What follows belongs to an exercise in optimizing a design on an open flow for small area, a short achievable clock period and few clock cycles per item; a production flow would make more cautious choices. In this exercise RTL edits were held to simulation tests only and were not proved equivalent to the original. Power is estimated from default activity; no workload was simulated.

==> inputs of 12-07 <==
==> flow/design.v <==
module alu_mdu #(
  parameter int unsigned WIDTH = 32,
  parameter int unsigned SHW   = 5
) (
  input  logic             clk,
  input  logic             rst_n,
  input  logic [WIDTH-1:0] busA,
  input  logic [WIDTH-1:0] busB,
  input  logic [4:0]       ALUctr,
  input  logic [SHW-1:0]   shamt,
  input  logic             start,
  output logic [WIDTH-1:0] Result,
  output logic             Zero,
  output logic             busy,
  output logic             done,
  output logic [WIDTH-1:0] hi,
  output logic [WIDTH-1:0] lo
);
  localparam logic [4:0] OpAdd   = 5'b00000;
  localparam logic [4:0] OpSub   = 5'b00001;
  localparam logic [4:0] OpSlt   = 5'b00010;
  localparam logic [4:0] OpAnd   = 5'b00011;
  localparam logic [4:0] OpNor   = 5'b00100;
  localparam logic [4:0] OpOr    = 5'b00101;
  localparam logic [4:0] OpXor   = 5'b00110;
  localparam logic [4:0] OpSll   = 5'b00111;
  localparam logic [4:0] OpSrl   = 5'b01000;
  localparam logic [4:0] OpSltu  = 5'b01001;
  localparam logic [4:0] OpSllv  = 5'b01100;
  localparam logic [4:0] OpSra   = 5'b01101;
  localparam logic [4:0] OpSrav  = 5'b01110;
  localparam logic [4:0] OpSrlv  = 5'b01111;
  localparam logic [4:0] OpLui   = 5'b10000;
  localparam logic [4:0] OpMult  = 5'b10001;
  localparam logic [4:0] OpMultu = 5'b10010;
  localparam logic [4:0] OpDiv   = 5'b10011;
  localparam logic [4:0] OpDivu  = 5'b10100;
  localparam logic [4:0] OpMfhi  = 5'b10101;
  localparam logic [4:0] OpMflo  = 5'b10110;
  localparam logic [4:0] OpMthi  = 5'b10111;
  localparam logic [4:0] OpMtlo  = 5'b11000;
  logic [31:0] hi_q, lo_q;
  logic        sub;
  logic [31:0] bb, gen, prop, kill, carry;
  logic        cout, slt, sltu;
  assign sub  = ~ALUctr[2] & (ALUctr[0] ^ ALUctr[1]);
  assign bb   = busB ^ {32{sub}};
  assign gen  = busA & bb;
  assign prop = busA ^ bb;
  assign kill = ~(busA | bb);
  logic [31:0] pg [6];
  logic [31:0] pp [6];
  always_comb begin
    pg[0] = gen;
    pp[0] = prop;
    pg[0][0] = gen[0] | (prop[0] & sub);
    for (int l = 0; l < 5; l++) begin
      pg[l+1] = pg[l];
      pp[l+1] = pp[l];
      for (int k = 0; k < 32; k++) begin
        if ((k >> l) % 2 == 1) begin
          pg[l+1][k] = pg[l][k] | (pp[l][k] & pg[l][((k >> l) << l) - 1]);
          pp[l+1][k] = pp[l][k] & pp[l][((k >> l) << l) - 1];
        end
      end
    end
    carry = {pg[5][30:0], sub};
    cout  = pg[5][31];
  end
  assign slt  = (busA[31] ^ busB[31]) ? busA[31] : (prop[31] ^ carry[31]);
  assign sltu = ~cout;
  logic        sh_left, sh_arith, sh_var, is_lui;
  logic [4:0]  amt;
  logic [31:0] sh_in, sh_out, sh_rev;
  logic [32:0] sh_wide;
  always_comb begin
    is_lui   = (ALUctr == OpLui);
    sh_left  = (ALUctr == OpSll) || (ALUctr == OpSllv) || is_lui;
    sh_arith = (ALUctr == OpSra) || (ALUctr == OpSrav);
    sh_var   = (ALUctr == OpSllv) || (ALUctr == OpSrav) || (ALUctr == OpSrlv);
    amt      = is_lui ? 5'd16 : (sh_var ? busA[4:0] : shamt);
    for (int i = 0; i < 32; i++) sh_in[i] = sh_left ? busB[31-i] : busB[i];
    sh_wide  = $signed({sh_arith & busB[31], sh_in}) >>> amt;
    sh_out   = sh_wide[31:0];
    for (int i = 0; i < 32; i++) sh_rev[i] = sh_out[31-i];
  end
  logic t_g, t_p, t_k, t_c, s_slt, s_sltu, s_shr, s_shl, s_hi, s_lo, z_add;
  logic [31:0] xo;
  always_comb begin
    t_g = (ALUctr == OpAnd) || (ALUctr == OpOr);
    t_p = (ALUctr == OpAdd) || (ALUctr == OpSub) || (ALUctr == OpOr) || (ALUctr == OpXor);
    t_k = (ALUctr == OpNor);
    t_c = (ALUctr == OpAdd) || (ALUctr == OpSub);
    s_slt  = (ALUctr == OpSlt);
    s_sltu = (ALUctr == OpSltu);
    s_shl  = sh_left;
    s_shr  = (ALUctr == OpSrl) || (ALUctr == OpSrlv) || sh_arith;
    s_hi   = (ALUctr == OpMfhi);
    s_lo   = (ALUctr == OpMflo);
    xo     = ((gen & {32{t_g}}) | (prop & {32{t_p}}) | (kill & {32{t_k}}))
           | (sh_out & {32{s_shr}}) | (sh_rev & {32{s_shl}})
           | (hi_q & {32{s_hi}}) | (lo_q & {32{s_lo}});
    Result = (xo ^ (carry & {32{t_c}})) | {31'b0, (slt & s_slt) | (sltu & s_sltu)};
    z_add  = &(prop ~^ {busA[30:0] | bb[30:0], sub});
    Zero   = t_c    ? z_add :
             s_slt  ? ~slt :
             s_sltu ? ~sltu : ~|xo;
  end
  logic        busy_q, done_q;
  logic        st_mul, st_dnorm, st_div, st_fix;   
  logic [32:0] d_q;         
  logic        bprev_q;     
  logic        sgn_q;       
  logic        negq_q, negr_q;
  logic [1:0]  mcnt_q;      
  logic        m5_q;        
  logic [1:0]  mr_q;        
  logic [3:0]  dcnt_q;      
  logic accept, acc_mul, acc_div, acc_signed;
  assign accept     = start & ~busy_q;
  assign acc_mul    = accept & ((ALUctr == OpMult) | (ALUctr == OpMultu));
  assign acc_div    = accept & ((ALUctr == OpDiv) | (ALUctr == OpDivu));
  assign acc_signed = (ALUctr == OpMult) | (ALUctr == OpDiv);
  logic narrow_a, narrow_b, mswap;
  assign narrow_a = (busA[31:15] == {17{acc_signed & busA[31]}});
  assign narrow_b = (busB[31:15] == {17{acc_signed & busB[31]}});
  assign mswap    = narrow_a & ~narrow_b;
  logic [8:0]  bx;
  logic [40:0] msum;
  logic [35:0] ppr [4];
  logic [3:0]  pneg;
  logic        mlast;         
  always_comb begin
    bx = m5_q ? {8'b0, bprev_q} : {lo_q[7:0], bprev_q};
    for (int i = 0; i < 4; i++) begin
      logic one, two;
      one     = bx[2*i] ^ bx[2*i+1];
      two     = (bx[2*i+2] & ~bx[2*i+1] & ~bx[2*i]) | (~bx[2*i+2] & bx[2*i+1] & bx[2*i]);
      pneg[i] = bx[2*i+2] & ~(bx[2*i+1] & bx[2*i]);
      for (int j = 0; j < 34; j++)
        ppr[i][j] = ((one & d_q[j < 33 ? j : 32]) | (two & (j > 0 ? d_q[j-1] : 1'b0))) ^ pneg[i];
      ppr[i][35:34] = {2{ppr[i][33]}};
    end
    msum = {{9{hi_q[31]}}, hi_q}
         + {{5{ppr[0][35]}}, ppr[0]}
         + {{3{ppr[1][35]}}, ppr[1], 2'b0}
         + {{1{ppr[2][35]}}, ppr[2], 4'b0}
         + {ppr[3][34:0], 6'b0}
         + {34'b0, pneg[3], 1'b0, pneg[2], 1'b0, pneg[1], 1'b0, pneg[0]};
    mlast = m5_q || mr_q[0] || (mcnt_q == 2'd3 && !(~sgn_q & lo_q[7]));
  end
  function automatic logic [5:0] lzc32(input logic [31:0] x);
    lzc32 = 6'd32;
    for (int i = 0; i < 32; i++) if (x[i]) lzc32 = 6'd31 - i[5:0];
  endfunction
  logic [31:0] hi_neg, lo_neg, a_abs, b_abs;
  logic [32:0] d_sh;
  logic [5:0]  lza, lzb;
  logic [6:0]  sdiff;
  logic [4:0]  sodd;
  logic [33:0] t1, t2;
  logic [31:0] r1, r2;
  logic        q1, q2;
  always_comb begin
    hi_neg = -hi_q;
    lo_neg = -lo_q;
    a_abs  = (sgn_q & hi_q[31]) ? hi_neg : hi_q;
    b_abs  = (sgn_q & lo_q[31]) ? lo_neg : lo_q;
    lza    = lzc32(a_abs);
    lzb    = lzc32(b_abs);
    sdiff  = {1'b0, lzb} - {1'b0, lza};
    sodd   = sdiff[4:0] | 5'd1;    
    d_sh   = {1'b0, b_abs} << sodd;
    t1     = {2'b0, hi_q} - {1'b0, d_q};
    q1     = ~t1[33];
    r1     = q1 ? t1[31:0] : hi_q;
    t2     = {2'b0, r1} - {2'b0, d_q[32:1]};
    q2     = ~t2[33];
    r2     = q2 ? t2[31:0] : r1;
  end
  always_ff @(posedge clk) begin
    if (!rst_n) begin
      busy_q   <= 1'b0;
      done_q   <= 1'b0;
      st_mul   <= 1'b0;
      st_dnorm <= 1'b0;
      st_div   <= 1'b0;
      st_fix   <= 1'b0;
      hi_q     <= '0;
      lo_q     <= '0;
    end else begin
      done_q <= 1'b0;
      if (!busy_q) begin
        if (acc_mul) begin
          busy_q <= 1'b1;
          st_mul <= 1'b1;
          hi_q   <= '0;
          lo_q   <= mswap ? busA : busB;
        end else if (acc_div) begin
          busy_q   <= 1'b1;
          st_dnorm <= 1'b1;
          hi_q     <= busA;
          lo_q     <= busB;
        end else if (start && ALUctr == OpMthi) begin
          hi_q <= busA;
        end else if (start && ALUctr == OpMtlo) begin
          lo_q <= busA;
        end
      end
      if (st_mul) begin
        if (m5_q) begin
          hi_q <= msum[31:0];
        end else if (mr_q[0]) begin
          {hi_q, lo_q} <= {{15{msum[40]}}, msum, lo_q[31:24]};
        end else begin
          hi_q <= msum[39:8];
          lo_q <= {msum[7:0], lo_q[31:8]};
        end
        if (mlast) begin
          st_mul <= 1'b0;
          busy_q <= 1'b0;
          done_q <= 1'b1;
        end
      end
      if (st_dnorm) begin
        st_dnorm <= 1'b0;
        if (lo_q == '0) begin
          lo_q   <= '1;
          busy_q <= 1'b0;
          done_q <= 1'b1;
        end else if (sdiff[6]) begin
          lo_q   <= '0;
          busy_q <= 1'b0;
          done_q <= 1'b1;
        end else begin
          hi_q   <= a_abs;
          lo_q   <= '0;
          st_div <= 1'b1;
        end
      end
      if (st_div) begin
        hi_q <= r2;
        lo_q <= {lo_q[29:0], q1, q2};
        if (dcnt_q == '0) begin
          st_div <= 1'b0;
          if (negq_q | negr_q) begin
            st_fix <= 1'b1;
          end else begin
            busy_q <= 1'b0;
            done_q <= 1'b1;
          end
        end
      end
      if (st_fix) begin
        if (negr_q) hi_q <= hi_neg;
        if (negq_q) lo_q <= lo_neg;
        st_fix <= 1'b0;
        busy_q <= 1'b0;
        done_q <= 1'b1;
      end
    end
  end
  always_ff @(posedge clk) begin
    if (!busy_q) begin
      d_q     <= mswap ? {acc_signed & busB[31], busB} : {acc_signed & busA[31], busA};
      sgn_q   <= acc_signed;
      bprev_q <= 1'b0;
      mcnt_q  <= '0;
      m5_q    <= 1'b0;
      mr_q    <= {narrow_a | narrow_b, 1'b0};
    end
    if (st_mul) begin
      bprev_q <= lo_q[7];
      mcnt_q  <= mcnt_q + 2'd1;
      m5_q    <= (mcnt_q == 2'd3);
      mr_q    <= {1'b0, mr_q[1]};
    end
    if (st_dnorm) begin
      d_q    <= d_sh;
      dcnt_q <= sodd[4:1];
      negr_q <= sgn_q & hi_q[31];
      negq_q <= sgn_q & (hi_q[31] ^ lo_q[31]);
    end
    if (st_div) begin
      d_q    <= d_q >> 2;
      dcnt_q <= dcnt_q - 4'd1;
    end
  end
  assign busy = busy_q;
  assign done = done_q;
  assign hi   = hi_q;
  assign lo   = lo_q;
endmodule
==> flow/run.sh <==
#!/bin/bash
# synth_recipe.tcl (not shown) runs the flow's synth.tcl, then flattens the netlist and writes it again
# the make line also repeats each setting of config.mk as NAME=value (left out here)
make -C /OpenROAD-flow-scripts/flow DESIGN_CONFIG=/design/flow/config.mk WORK_HOME=/design/flow/orfs CLKGATE_MAP_FILE= SYNTH_SCRIPT=/design/flow/synth_recipe.tcl finish
==> flow/config.mk <==
export PLATFORM = sky130hd
export DESIGN_NAME = alu_mdu
export DESIGN_NICKNAME = alu_mdu
export VERILOG_FILES = /design/flow/design.v
export SDC_FILE = /design/flow/constraint.sdc
export NUM_CORES = 4
export LEC_CHECK = 0
export ABC_AREA = 1
export CAP_MARGIN = 30
export CORE_MARGIN = 2
export CORE_UTILIZATION = 40
export SETUP_SLACK_MARGIN = 2.5
export SLEW_MARGIN = 20
export TNS_END_PERCENT = 0
==> flow/constraint.sdc <==
create_clock -name core_clock -period 10.0 [get_ports {clk}]
set_input_delay 2.0000 -clock core_clock [delete_from_list [all_inputs] [get_ports {clk}]]
set_output_delay 2.0000 -clock core_clock [all_outputs]
set_load 0.01 [all_outputs]
==> 06-24: changes against 12-07 <==
--- a/flow/design.v
+++ b/flow/design.v
@@ -108,7 +108,7 @@
   end
   logic        busy_q, done_q;
   logic        st_mul, st_dnorm, st_div, st_fix;   
-  logic [32:0] d_q;         
+  logic [33:0] d_q;         
   logic        bprev_q;     
   logic        sgn_q;       
   logic        negq_q, negr_q;
@@ -121,10 +121,6 @@
   assign acc_mul    = accept & ((ALUctr == OpMult) | (ALUctr == OpMultu));
   assign acc_div    = accept & ((ALUctr == OpDiv) | (ALUctr == OpDivu));
   assign acc_signed = (ALUctr == OpMult) | (ALUctr == OpDiv);
-  logic narrow_a, narrow_b, mswap;
-  assign narrow_a = (busA[31:15] == {17{acc_signed & busA[31]}});
-  assign narrow_b = (busB[31:15] == {17{acc_signed & busB[31]}});
-  assign mswap    = narrow_a & ~narrow_b;
   logic [8:0]  bx;
   logic [40:0] msum;
   logic [35:0] ppr [4];
@@ -154,13 +150,14 @@
     for (int i = 0; i < 32; i++) if (x[i]) lzc32 = 6'd31 - i[5:0];
   endfunction
   logic [31:0] hi_neg, lo_neg, a_abs, b_abs;
-  logic [32:0] d_sh;
+  logic [33:0] d_sh;
   logic [5:0]  lza, lzb;
   logic [6:0]  sdiff;
-  logic [4:0]  sodd;
-  logic [33:0] t1, t2;
-  logic [31:0] r1, r2;
-  logic        q1, q2;
+  logic [1:0]  pad;         
+  logic [4:0]  ncyc;
+  logic [34:0] t1, t2, t3;
+  logic [31:0] r1, r2, r3;
+  logic        q1, q2, q3;
   always_comb begin
     hi_neg = -hi_q;
     lo_neg = -lo_q;
@@ -169,14 +166,23 @@
     lza    = lzc32(a_abs);
     lzb    = lzc32(b_abs);
     sdiff  = {1'b0, lzb} - {1'b0, lza};
-    sodd   = sdiff[4:0] | 5'd1;    
-    d_sh   = {1'b0, b_abs} << sodd;
-    t1     = {2'b0, hi_q} - {1'b0, d_q};
-    q1     = ~t1[33];
+    ncyc   = 5'd0;
+    pad    = 2'd2;
+    for (int i = 0; i < 32; i++)
+      if (sdiff[4:0] == i[4:0]) begin
+        ncyc = 5'(i / 3);
+        pad  = 2'(2 - i % 3);
+      end
+    d_sh   = ({2'b0, b_abs} << sdiff[4:0]) << pad;
+    t1     = {3'b0, hi_q} - {1'b0, d_q};
+    q1     = ~t1[34];
     r1     = q1 ? t1[31:0] : hi_q;
-    t2     = {2'b0, r1} - {2'b0, d_q[32:1]};
-    q2     = ~t2[33];
+    t2     = {3'b0, r1} - {2'b0, d_q[33:1]};
+    q2     = ~t2[34];
     r2     = q2 ? t2[31:0] : r1;
+    t3     = {3'b0, r2} - {3'b0, d_q[33:2]};
+    q3     = ~t3[34];
+    r3     = q3 ? t3[31:0] : r2;
   end
   always_ff @(posedge clk) begin
     if (!rst_n) begin
@@ -195,7 +201,7 @@
           busy_q <= 1'b1;
           st_mul <= 1'b1;
           hi_q   <= '0;
-          lo_q   <= mswap ? busA : busB;
+          lo_q   <= busB;
         end else if (acc_div) begin
           busy_q   <= 1'b1;
           st_dnorm <= 1'b1;
@@ -239,8 +245,8 @@
         end
       end
       if (st_div) begin
-        hi_q <= r2;
-        lo_q <= {lo_q[29:0], q1, q2};
+        hi_q <= r3;
+        lo_q <= {lo_q[28:0], q1, q2, q3};
         if (dcnt_q == '0) begin
           st_div <= 1'b0;
           if (negq_q | negr_q) begin
@@ -262,12 +268,12 @@
   end
   always_ff @(posedge clk) begin
     if (!busy_q) begin
-      d_q     <= mswap ? {acc_signed & busB[31], busB} : {acc_signed & busA[31], busA};
+      d_q     <= {{2{acc_signed & busA[31]}}, busA};
       sgn_q   <= acc_signed;
       bprev_q <= 1'b0;
       mcnt_q  <= '0;
       m5_q    <= 1'b0;
-      mr_q    <= {narrow_a | narrow_b, 1'b0};
+      mr_q    <= {busB[31:15] == {17{acc_signed & busB[31]}}, 1'b0};
     end
     if (st_mul) begin
       bprev_q <= lo_q[7];
@@ -277,12 +283,12 @@
     end
     if (st_dnorm) begin
       d_q    <= d_sh;
-      dcnt_q <= sodd[4:1];
+      dcnt_q <= ncyc[3:0];
       negr_q <= sgn_q & hi_q[31];
       negq_q <= sgn_q & (hi_q[31] ^ lo_q[31]);
     end
     if (st_div) begin
-      d_q    <= d_q >> 2;
+      d_q    <= d_q >> 3;
       dcnt_q <= dcnt_q - 4'd1;
     end
   end
==> 07-19: changes against 12-07 <==
--- a/flow/design.v
+++ b/flow/design.v
@@ -121,10 +121,6 @@
   assign acc_mul    = accept & ((ALUctr == OpMult) | (ALUctr == OpMultu));
   assign acc_div    = accept & ((ALUctr == OpDiv) | (ALUctr == OpDivu));
   assign acc_signed = (ALUctr == OpMult) | (ALUctr == OpDiv);
-  logic narrow_a, narrow_b, mswap;
-  assign narrow_a = (busA[31:15] == {17{acc_signed & busA[31]}});
-  assign narrow_b = (busB[31:15] == {17{acc_signed & busB[31]}});
-  assign mswap    = narrow_a & ~narrow_b;
   logic [8:0]  bx;
   logic [40:0] msum;
   logic [35:0] ppr [4];
@@ -195,7 +191,7 @@
           busy_q <= 1'b1;
           st_mul <= 1'b1;
           hi_q   <= '0;
-          lo_q   <= mswap ? busA : busB;
+          lo_q   <= busB;
         end else if (acc_div) begin
           busy_q   <= 1'b1;
           st_dnorm <= 1'b1;
@@ -262,12 +258,12 @@
   end
   always_ff @(posedge clk) begin
     if (!busy_q) begin
-      d_q     <= mswap ? {acc_signed & busB[31], busB} : {acc_signed & busA[31], busA};
+      d_q     <= {acc_signed & busA[31], busA};
       sgn_q   <= acc_signed;
       bprev_q <= 1'b0;
       mcnt_q  <= '0;
       m5_q    <= 1'b0;
-      mr_q    <= {narrow_a | narrow_b, 1'b0};
+      mr_q    <= {busB[31:15] == {17{acc_signed & busB[31]}}, 1'b0};
     end
     if (st_mul) begin
       bprev_q <= lo_q[7];
Settings changed: SETUP_SLACK_MARGIN 2.5 to 2.0.
==> results.txt <==
Cells and area
Fill cells in the final layout number 8000. The area added between synthesis and finish is 16.97%. Counting plain and timing-repair buffers in the layout gives about 380. The register area is around 0.0028 mm^2.

Synth
The number of distinct standard cells referenced by the synthesized netlist is 71.

Drt
After detailed routing, the average wire length per cell comes to about 29 um. In the final routing, the length of wire on met1 measures between 60000 and 70000 um. For this block, the routed nets add up to roughly 170000 um of wire.

Run status
The run finished with no timing, DRC or antenna violations.

Power and ir drop
The static leakage is between 0.015 and 0.02 uW.

Setup path
Counting both buffers and inverters, the worst setup path holds a total of 4.
(the above is from 12-07)
==> results.txt <==
Setup path
The maximum net fanout on the critical path is 8.

Cells and area
Counting the fill cells in the layout gives ~7700. Counting plain and timing-repair buffers in the layout gives ~380. Registers take 0.002766 mm^2. Compared with the post-synthesis result, the final layout area differs by 16.41%.

Drt
In the final routed layout, each cell accounts on average for between 20 and 30 um. The final wirelength is ~160000 um. In the final routing, the length of wire on met1 measures between 60000 and 70000 um.

Clock network
The later pin in the worst-skew pair is clocked with a latency of around 0.48 ns.

Power and ir drop
The static leakage is ~0.017 uW.

Run status
The flow ran to the end and the layout has no timing, DRC or antenna violations.

Synth
The number of distinct standard cells referenced by the synthesized netlist is 71.
(the above is from 07-19)
==> results.txt <==
Cells and area
The area added between synthesis and finish is 22.09%. After filler insertion, the fill cell instance count of the layout stands at 8975. The register area is roughly 0.0028 mm^2.

Setup path
The critical path contains buffers and inverters numbering 7 combined. The worst setup path is launched from an input pin.

Run status
The run finished with no timing, DRC or antenna violations.

Drt
The routed wire length per instance is approximately 29 um. After detailed routing, the wire length on met1 is roughly 80000 um. The final wirelength is around 200000 um.

Power and ir drop
In this run, power in combinational logic comes to 12800 uW. Net switching is ~64% of the power. The static leakage is 0.02048 uW.

Synth
The netlist uses 70 different library cells.
(the above is from 06-24)
Testbench counts of 12-07, summed over its fixed seeds: cycles 1,516, ops 320.
Testbench counts of 06-24, summed over its fixed seeds: cycles 1,432, ops 320.
Testbench counts of 07-19, summed over its fixed seeds: cycles 1,580, ops 320.

separate check: timing with driven ports:
The results above use ideal ports. As a check the final layouts listed here were re-extracted and re-timed, cells and wires unchanged.
Step 1, drivers: a clkbuf_16 drives clk and a buf_2 each remaining input, both assumed.
Step 2 adds t to the input delays and takes it off the output delays; t is the mean of the earliest and latest rising clock arrival at the registers after step 1. Input paths then give back, and output paths get back, about the clock's delay inside the block.
Slacks: ideal ports / drivers / drivers and shift; pairs: ideal ports / drivers.
run	t, ns	slack for setup (ns)	hold WS [ns]
12-07	0.555	1.823 / 1.750 / 1.750	0.514 / 0.514 / 0.514
06-24	0.569	2.293 / 2.252 / 2.252	0.507 / 0.507 / 0.507
07-19	0.533	1.951 / 1.933 / 1.933	0.577 / 0.577 / 0.577
After both steps every run listed still meets setup and hold. The setup slack of 12-07, which loses most, moves by -0.073 ns with the drivers and by -0.073 ns with both steps.
